Background: an optimization exercise with open tools, aiming at small area. Do not read the settings as production practice.
The RTL was checked by simulation tests, not by an equivalence proof against the original design.
Power and IR drop assume default switching activity.

## indigo
## br_predict_btb
module br_predict_btb #(
  parameter int IDX_W  = 5,
  parameter int TAG_W  = 8,
  parameter int STAT_W = 12
) (
  input  logic              CLK,
  input  logic              nRST,
  input  logic [31:0]       if_pc,
  output logic              pred_taken,
  output logic [31:0]       pred_target,
  output logic              pred_hit,
  input  logic              upd_valid,
  input  logic [31:0]       upd_pc,
  input  logic              upd_taken,
  input  logic [31:0]       upd_target,
  input  logic              upd_mispredict,
  input  logic              clear,
  output logic [STAT_W-1:0] stat_branches,
  output logic [STAT_W-1:0] stat_mispred
);
  localparam int ENTRIES = 2 ** IDX_W;
  localparam int LO_W    = 12;              
  localparam int HI_W    = 32 - LO_W;       
  typedef logic [IDX_W-1:0] idx_t;
  typedef logic [TAG_W-1:0] tag_t;
  logic [ENTRIES-1:0] valid_q;
  tag_t               tag_q    [ENTRIES];
  logic [31:0]        target_q [ENTRIES];
  logic [1:0]         ctr_q    [ENTRIES];
  logic [STAT_W-1:0]  stat_br_q;
  logic [STAT_W-1:0]  stat_mis_q;
  idx_t if_idx, upd_idx;
  tag_t if_tag, upd_tag;
  logic unused_pc;
  assign if_idx  = if_pc[IDX_W+1:2];
  assign if_tag  = if_pc[IDX_W+TAG_W+1:IDX_W+2];
  assign upd_idx = upd_pc[IDX_W+1:2];
  assign upd_tag = upd_pc[IDX_W+TAG_W+1:IDX_W+2];
  assign unused_pc = ^{if_pc, upd_pc};
  logic [ENTRIES-1:0] if_nsel_a, if_nsel_b, if_nsel_c, upd_nsel, upd_sel;
  logic [3:0] if_lo, upd_lo;
  logic [7:0] if_hi, upd_hi;
  ...
Size: about 1,400 flip-flops.
==> flow/config.mk <==
export PLATFORM = sky130hd
export DESIGN_NAME = br_predict_btb
export DESIGN_NICKNAME = br_predict_btb
export VERILOG_FILES = /design/flow/design.v
export SDC_FILE = /design/flow/constraint.sdc
export NUM_CORES = 4
export LEC_CHECK = 0
export CAP_MARGIN = 20
export CORE_MARGIN = 2
export CORE_UTILIZATION = 50
export SETUP_SLACK_MARGIN = 0.4
export SLEW_MARGIN = 8
export SYNTH_HIERARCHICAL = 1
export SYNTH_MINIMUM_KEEP_SIZE = 0
==> flow/constraint.sdc <==
create_clock -name core_clock -period 8.0 [get_ports {CLK}]
set_input_delay 1.6000 -clock core_clock [delete_from_list [all_inputs] [get_ports {CLK}]]
set_output_delay 1.6000 -clock core_clock [all_outputs]
set_load 0.01 [all_outputs]
standard.sh (not shown) runs the stock make flow with config.mk's settings and CLKGATE_MAP_FILE= SYNTH_SCRIPT=/design/flow/synth_recipe.tcl, a recipe that flattens the netlist after the stock synthesis.
==> flow/flow/run.sh <==
#!/bin/bash
# Standard ORFS layout, with clock tree synthesis told not to add dummy loads and to
# use larger sink clusters, and ports buffered with the smallest buffer.
export CTS_ARGS="-sink_clustering_enable -repair_clock_nets -dont_use_dummy_load -buf_list sky130_fd_sc_hd__clkbuf_8 -sink_clustering_size 14 -sink_clustering_max_diameter 70"
export BUFFER_PORTS_ARGS="-buffer_cell sky130_fd_sc_hd__buf_1"
bash standard.sh > standard.log 2>&1
indigo closes out successfully: all stages finished, all timing, DRC and antenna checks passed.
Input changes introduced in violet (baseline for comparison: indigo):
==> flow/flow/run.sh <==
#!/bin/bash
# Standard ORFS layout, with clock tree synthesis told not to add dummy loads and to
# use larger sink clusters, ports buffered with the smallest buffer, and timing-driven
# global placement told not to keep its intermediate resizer changes.
export CTS_ARGS="-sink_clustering_enable -repair_clock_nets -dont_use_dummy_load -buf_list sky130_fd_sc_hd__clkbuf_16 -sink_clustering_size 27 -sink_clustering_max_diameter 100"
export BUFFER_PORTS_ARGS="-buffer_cell sky130_fd_sc_hd__buf_1"
export GPL_KEEP_OVERFLOW=0
bash standard.sh > standard.log 2>&1
--- outcome ---
[compare] base=indigo new=violet: fraction of area in non-clock buffers picked up an extra 1.2 points, final design instance area without fill picked up an extra about 1.5%, combinational group share of total power picked up an extra 0.2 points. Delta (violet minus indigo): final worst-path cycle share saw a decrease, area growth from synthesis to layout rose by 1.6 points, synthesized area did not really move.

========
br_predict_btb, a different RTL version from the one above (not shown whole).
For scale: about 5100 cells after synthesis, ~1400 flip-flops.
// br_predict_btb
module br_predict_btb #(
  parameter int IDX_W  = 5,
  parameter int TAG_W  = 8,
  parameter int STAT_W = 12
) (
  input  logic              CLK,
  input  logic              nRST,
  input  logic [31:0]       if_pc,
  output logic              pred_taken,
  output logic [31:0]       pred_target,
  output logic              pred_hit,
  input  logic              upd_valid,
  input  logic [31:0]       upd_pc,
  input  logic              upd_taken,
  input  logic [31:0]       upd_target,
  input  logic              upd_mispredict,
  input  logic              clear,
  output logic [STAT_W-1:0] stat_branches,
  output logic [STAT_W-1:0] stat_mispred
);
  localparam int ENTRIES = 2 ** IDX_W;
  localparam int LO_W    = 12;              
  localparam int HI_W    = 32 - LO_W;       
  typedef logic [IDX_W-1:0] idx_t;
  typedef logic [TAG_W-1:0] tag_t;
  logic [ENTRIES-1:0] valid_q;
  tag_t               tag_q    [ENTRIES];
  logic [31:0]        target_q [ENTRIES];
  logic [1:0]         ctr_q    [ENTRIES];
  logic [STAT_W-1:0]  stat_br_q;
  logic [STAT_W-1:0]  stat_mis_q;
  idx_t if_idx, upd_idx;
  tag_t if_tag, upd_tag;
  logic unused_pc;
  assign if_idx  = if_pc[IDX_W+1:2];
  assign if_tag  = if_pc[IDX_W+TAG_W+1:IDX_W+2];
  assign upd_idx = upd_pc[IDX_W+1:2];
  assign upd_tag = upd_pc[IDX_W+TAG_W+1:IDX_W+2];
  assign unused_pc = ^{if_pc, upd_pc};
  logic [ENTRIES-1:0] if_nsel_a, if_nsel_b, if_nsel_c, upd_nsel, upd_sel;
  br_predict_btb_dec #(.IDX_W(IDX_W)) u_dec_if_a  (.idx(if_idx),  .nsel(if_nsel_a));
  br_predict_btb_dec #(.IDX_W(IDX_W)) u_dec_if_b  (.idx(if_idx),  .nsel(if_nsel_b));
  br_predict_btb_dec #(.IDX_W(IDX_W)) u_dec_if_c  (.idx(if_idx),  .nsel(if_nsel_c));
  br_predict_btb_dec #(.IDX_W(IDX_W)) u_dec_upd   (.idx(upd_idx), .nsel(upd_nsel));
  assign upd_sel = ~upd_nsel;
  logic        rd_valid;
  tag_t        rd_tag;
  logic        rd_ctr1;
  logic [31:0] rd_target;
  always_comb begin
    rd_valid  = 1'b1;
    rd_tag    = '1;
    rd_ctr1   = 1'b1;
    rd_target = '1;
    for (int k = 0; k < ENTRIES; k++) begin
      rd_valid        = rd_valid        & (if_nsel_a[k] | valid_q[k]);
      rd_tag          = rd_tag          & ({TAG_W{if_nsel_a[k]}} | tag_q[k]);
  ...
clock: 8.0 ns
lec_check: 0
cap_margin: 20
core_margin: 2
core_utilization: 50
setup_slack_margin: 0.2
slew_margin: 20
synth_hierarchical: 1
synth_minimum_keep_size: 0
==> flow/flow/run.sh <==
#!/bin/bash
# Standard ORFS layout, with clock tree synthesis told not to add dummy loads and to
# use larger sink clusters, and ports buffered with the smallest buffer.
export CTS_ARGS="-sink_clustering_enable -repair_clock_nets -dont_use_dummy_load -buf_list sky130_fd_sc_hd__clkbuf_16 -sink_clustering_size 25 -sink_clustering_max_diameter 90"
export BUFFER_PORTS_ARGS="-buffer_cell sky130_fd_sc_hd__buf_1"
bash standard.sh > standard.log 2>&1
Next try:
--- a/flow/config.mk
+++ b/flow/config.mk
@@ -10,2 +10,3 @@
 export CORE_UTILIZATION = 50
+export GPL_TIMING_DRIVEN = 0
 export SETUP_SLACK_MARGIN = 0.2
What happened: The changed run passed the timing, design-rule and antenna checks; utilization went up by 1.5 points; synthesized area is unchanged; global-route usage went up by 3.8 points; via count grows by 4.3%; total power is higher by 0.78%; worst hold slack hardly moves; first-iteration DRC count came out higher by 15%; design area goes up by 2.9%; wire length is higher by 7.6%; die area does not change; sequential power barely changes.
Next try:
==> flow/flow/run.sh (replaced) <==
#!/bin/bash
# Standard ORFS layout, with clock tree synthesis told not to add dummy loads and to
# use larger sink clusters, and ports buffered with the smallest buffer.
export CTS_ARGS="-sink_clustering_enable -repair_clock_nets -dont_use_dummy_load -buf_list sky130_fd_sc_hd__clkbuf_16 -sink_clustering_size 27 -sink_clustering_max_diameter 100"
export BUFFER_PORTS_ARGS="-buffer_cell sky130_fd_sc_hd__buf_1"
bash standard.sh > standard.log 2>&1
--- a/flow/config.mk
+++ b/flow/config.mk
@@ -9,4 +9,3 @@
 export CORE_MARGIN = 2
-export CORE_UTILIZATION = 50
-export GPL_TIMING_DRIVEN = 0
+export CORE_UTILIZATION = 62
 export SETUP_SLACK_MARGIN = 0.2
=> Register-to-register slack is worse by 0.12 ns; fmax increases by a few percent; synthesized area is unchanged.
Next try:
--- a/flow/config.mk
+++ b/flow/config.mk
@@ -9,3 +9,4 @@
 export CORE_MARGIN = 2
-export CORE_UTILIZATION = 62
+export CORE_UTILIZATION = 50
+export PLACE_DENSITY = 0.8
 export SETUP_SLACK_MARGIN = 0.2
- first-iteration DRC count is higher by 5.5%
- via count is higher by 0.75%
- global-route usage is lower by 10 points
- power is higher by 0.30%
- routed wire length is higher by 0.32%
- final area is higher by 0.61%

========
Setup of red:
The RTL this note starts from:
==> flow/design.v <==
module br_predict_btb #(
  parameter int IDX_W  = 5,
  parameter int TAG_W  = 8,
  parameter int STAT_W = 12
) (
  input  logic              CLK,
  input  logic              nRST,
  input  logic [31:0]       if_pc,
  output logic              pred_taken,
  output logic [31:0]       pred_target,
  output logic              pred_hit,
  input  logic              upd_valid,
  input  logic [31:0]       upd_pc,
  input  logic              upd_taken,
  input  logic [31:0]       upd_target,
  input  logic              upd_mispredict,
  input  logic              clear,
  output logic [STAT_W-1:0] stat_branches,
  output logic [STAT_W-1:0] stat_mispred
);
  localparam int ENTRIES = 2 ** IDX_W;
  localparam int LO_W    = 12;              
  localparam int HI_W    = 32 - LO_W;       
  typedef logic [IDX_W-1:0] idx_t;
  typedef logic [TAG_W-1:0] tag_t;
  logic [ENTRIES-1:0] valid_q;
  tag_t               tag_q    [ENTRIES];
  logic [31:0]        target_q [ENTRIES];
  logic [1:0]         ctr_q    [ENTRIES];
  logic [STAT_W-1:0]  stat_br_q;
  logic [STAT_W-1:0]  stat_mis_q;
  idx_t if_idx, upd_idx;
  tag_t if_tag, upd_tag;
  logic unused_pc;
  assign if_idx  = if_pc[IDX_W+1:2];
  assign if_tag  = if_pc[IDX_W+TAG_W+1:IDX_W+2];
  assign upd_idx = upd_pc[IDX_W+1:2];
  assign upd_tag = upd_pc[IDX_W+TAG_W+1:IDX_W+2];
  assign unused_pc = ^{if_pc, upd_pc};
  logic [ENTRIES-1:0] if_nsel_a, if_nsel_b, if_nsel_c, upd_nsel, upd_sel;
  logic [3:0] if_lo, upd_lo;
  logic [7:0] if_hi, upd_hi;
  br_predict_btb_predec u_pre_if  (.idx(if_idx),  .lo(if_lo),  .hi(if_hi));
  br_predict_btb_predec u_pre_upd (.idx(upd_idx), .lo(upd_lo), .hi(upd_hi));
  br_predict_btb_dec u_dec_if_a (.lo(if_lo),  .hi(if_hi),  .nsel(if_nsel_a));
  br_predict_btb_dec u_dec_if_b (.lo(if_lo),  .hi(if_hi),  .nsel(if_nsel_b));
  br_predict_btb_dec u_dec_if_c (.lo(if_lo),  .hi(if_hi),  .nsel(if_nsel_c));
  br_predict_btb_dec u_dec_upd  (.lo(upd_lo), .hi(upd_hi), .nsel(upd_nsel));
  assign upd_sel = ~upd_nsel;
  logic        rd_valid;
  tag_t        rd_tag;
  logic        rd_ctr1;
  logic [31:0] rd_target;
  always_comb begin
    rd_valid  = 1'b1;
    rd_tag    = '1;
    rd_ctr1   = 1'b1;
    rd_target = '1;
    for (int k = 0; k < ENTRIES; k++) begin
      rd_valid        = rd_valid        & (if_nsel_a[k] | valid_q[k]);
      rd_tag          = rd_tag          & ({TAG_W{if_nsel_a[k]}} | tag_q[k]);
      rd_ctr1         = rd_ctr1         & (if_nsel_a[k] | ctr_q[k][1]);
      rd_target[15:0] = rd_target[15:0] & ({16{if_nsel_b[k]}} | target_q[k][15:0]);
      rd_target[31:16]= rd_target[31:16]& ({16{if_nsel_c[k]}} | target_q[k][31:16]);
    end
  end
  assign pred_hit    = rd_valid & (rd_tag == if_tag);
  assign pred_taken  = pred_hit & rd_ctr1;
  assign pred_target = {32{pred_hit}} & rd_target;
  logic       ur_valid;
  tag_t       ur_tag;
  logic [1:0] ur_ctr;
  always_comb begin
    ur_valid = 1'b1;
    ur_tag   = '1;
    ur_ctr   = '1;
    for (int k = 0; k < ENTRIES; k++) begin
      ur_valid = ur_valid & (upd_nsel[k] | valid_q[k]);
      ur_tag   = ur_tag   & ({TAG_W{upd_nsel[k]}} | tag_q[k]);
      ur_ctr   = ur_ctr   & ({2{upd_nsel[k]}} | ctr_q[k]);
    end
  end
  logic       upd_hit;
  logic       alloc;      
  logic [1:0] ctr_new;
  assign upd_hit = ur_valid & (ur_tag == upd_tag);
  assign alloc   = upd_valid & upd_taken;
  always_comb begin
    if (!upd_valid || (!upd_hit && !upd_taken)) ctr_new = ur_ctr;
    else if (!upd_hit)  ctr_new = 2'b10;
    else if (upd_taken) ctr_new = (ur_ctr == 2'b11) ? 2'b11 : ur_ctr + 2'd1;
    else                ctr_new = (ur_ctr == 2'b00) ? 2'b00 : ur_ctr - 2'd1;
  end
  assign stat_branches = stat_br_q;
  assign stat_mispred  = stat_mis_q;
  always_ff @(posedge CLK) begin
    if (!nRST) begin
      valid_q    <= '0;
      stat_br_q  <= '0;
      stat_mis_q <= '0;
    end else begin
      if (clear) valid_q <= '0;
      else       valid_q <= valid_q | ({ENTRIES{alloc}} & upd_sel);
      stat_br_q  <= stat_br_q + STAT_W'(upd_valid);
      stat_mis_q <= stat_mis_q + STAT_W'(upd_valid & upd_mispredict);
    end
  end
  for (genvar k = 0; k < ENTRIES; k++) begin : g_ent
    logic lo_hold, lo_wr, hi_hold, hi_wr;
    br_predict_btb_wen u_wen_lo (.alloc(alloc), .sel(upd_sel[k]), .hold(lo_hold), .wr(lo_wr));
    br_predict_btb_wen u_wen_hi (.alloc(alloc), .sel(upd_sel[k]), .hold(hi_hold), .wr(hi_wr));
    br_predict_btb_entry #(.TAG_W(TAG_W), .LO_W(LO_W)) u_ent (
      .CLK      (CLK),
      .lo_hold  (lo_hold),
      .lo_wr    (lo_wr),
      .hi_hold  (hi_hold),
      .hi_wr    (hi_wr),
      .ctr_hold (upd_nsel[k]),
      .ctr_wr   (upd_sel[k]),
      .d_tag    (upd_tag),
      .d_target (upd_target),
      .d_ctr    (ctr_new),
      .tag_q    (tag_q[k]),
      .target_q (target_q[k]),
      .ctr_q    (ctr_q[k])
    );
  end
endmodule
module br_predict_btb_predec (
  input  logic [4:0] idx,
  output logic [3:0] lo,
  output logic [7:0] hi
);
  always_comb begin
    for (int j = 0; j < 4; j++) lo[j] = (idx[1:0] == 2'(j));
    for (int j = 0; j < 8; j++) hi[j] = (idx[4:2] == 3'(j));
  end
endmodule
module br_predict_btb_dec (
  input  logic [3:0]  lo,
  input  logic [7:0]  hi,
  output logic [31:0] nsel
);
  always_comb begin
    for (int k = 0; k < 32; k++) nsel[k] = ~(lo[k % 4] & hi[k / 4]);
  end
endmodule
module br_predict_btb_wen (
  input  logic alloc,
  input  logic sel,
  output logic hold,
  output logic wr
);
  assign wr   = alloc & sel;
  assign hold = ~wr;
endmodule
module br_predict_btb_entry #(
  parameter int TAG_W = 8,
  parameter int LO_W  = 12
) (
  input  logic             CLK,
  input  logic             lo_hold,
  input  logic             lo_wr,
  input  logic             hi_hold,
  input  logic             hi_wr,
  input  logic             ctr_hold,
  input  logic             ctr_wr,
  input  logic [TAG_W-1:0] d_tag,
  input  logic [31:0]      d_target,
  input  logic [1:0]       d_ctr,
  output logic [TAG_W-1:0] tag_q,
  output logic [31:0]      target_q,
  output logic [1:0]       ctr_q
);
  always_ff @(posedge CLK) begin
    tag_q               <= ({TAG_W{lo_hold}} & tag_q) | ({TAG_W{lo_wr}} & d_tag);
    target_q[LO_W-1:0]  <= ({LO_W{lo_hold}} & target_q[LO_W-1:0]) |
                           ({LO_W{lo_wr}}   & d_target[LO_W-1:0]);
    target_q[31:LO_W]   <= ({(32-LO_W){hi_hold}} & target_q[31:LO_W]) |
                           ({(32-LO_W){hi_wr}}   & d_target[31:LO_W]);
    ctr_q               <= ({2{ctr_hold}} & ctr_q) | ({2{ctr_wr}} & d_ctr);
  end
endmodule
clock: 8.0 ns
lec_check: 0
cap_margin: 20
core_margin: 2
core_utilization: 50
setup_slack_margin: 0.4
slew_margin: 0
synth_hierarchical: 1
synth_minimum_keep_size: 0
==> flow/flow/run.sh <==
#!/bin/bash
# Standard ORFS layout, with clock tree synthesis told not to add dummy loads and to
# use larger sink clusters, and ports buffered with the smallest buffer.
export CTS_ARGS="-sink_clustering_enable -repair_clock_nets -dont_use_dummy_load -buf_list sky130_fd_sc_hd__clkbuf_16 -sink_clustering_size 27 -sink_clustering_max_diameter 100"
export BUFFER_PORTS_ARGS="-buffer_cell sky130_fd_sc_hd__buf_1"
bash standard.sh > standard.log 2>&1
Modified inputs, blue compared to red
- SLEW_MARGIN: 0 -> 8
==> results.txt <==
Total power: blue vs red, no meaningful difference
Any difference in cell leakage power between red and blue is small enough to ignore.
As far as cell depth of the worst hold path goes, blue and red are indistinguishable; the numbers are identical.
Relative to red, shortest period the worst path allows decreased by 0.38 ns in blue.

re-timing with driven ports:
Ports are ideal in the flow. The routed layouts listed here were re-timed in OpenROAD.
Step 1: set_driving_cell puts a clkbuf_16 on CLK and a buf_2 on each other input, an assumption about the parent block.
Step 2 moves the port delays by t, midway between the first and last clock arrival at a register: inputs arrive t later, outputs are due t later. That takes back most of the time a late clock gives input paths.
Slacks: no drivers / after step 1 / after step 2; pairs: no drivers / after step 1.
run | shift t [ns] | setup slack, ns | clock arrival spread, ns | worst data-port slew with drivers (ns) | pins driven straight from the clock port
indigo | 0.887 | 0.350 / 0.192 / 0.192 | 0.069 / 0.069 | 0.17 | 1
violet | 0.801 | 0.382 / 0.267 / 0.267 | 0.094 / 0.094 | 0.13 | 1
the first run of note 2 | 0.740 | 0.605 / 0.482 / 0.482 | 0.059 / 0.060 | 0.20 | 1
the second run of note 2 | 0.772 | 0.090 / 0.064 / 0.064 | 0.055 / 0.055 | 0.19 | 1
the third run of note 2 | 0.766 | 0.268 / 0.227 / 0.227 | 0.051 / 0.051 | 0.19 | 1
the fourth run of note 2 | 0.756 | 0.166 / 0.138 / 0.138 | 0.078 / 0.078 | 0.16 | 1
red | 0.794 | 0.170 / 0.028 / 0.028 | 0.053 / 0.054 | 0.16 | 1
blue | 0.785 | 0.546 / 0.421 / 0.421 | 0.082 / 0.082 | 0.17 | 1
After both steps setup and hold are still met in every run listed. The setup slack of indigo, which loses most, moves by -0.158 ns with the drivers and by -0.158 ns with both steps.
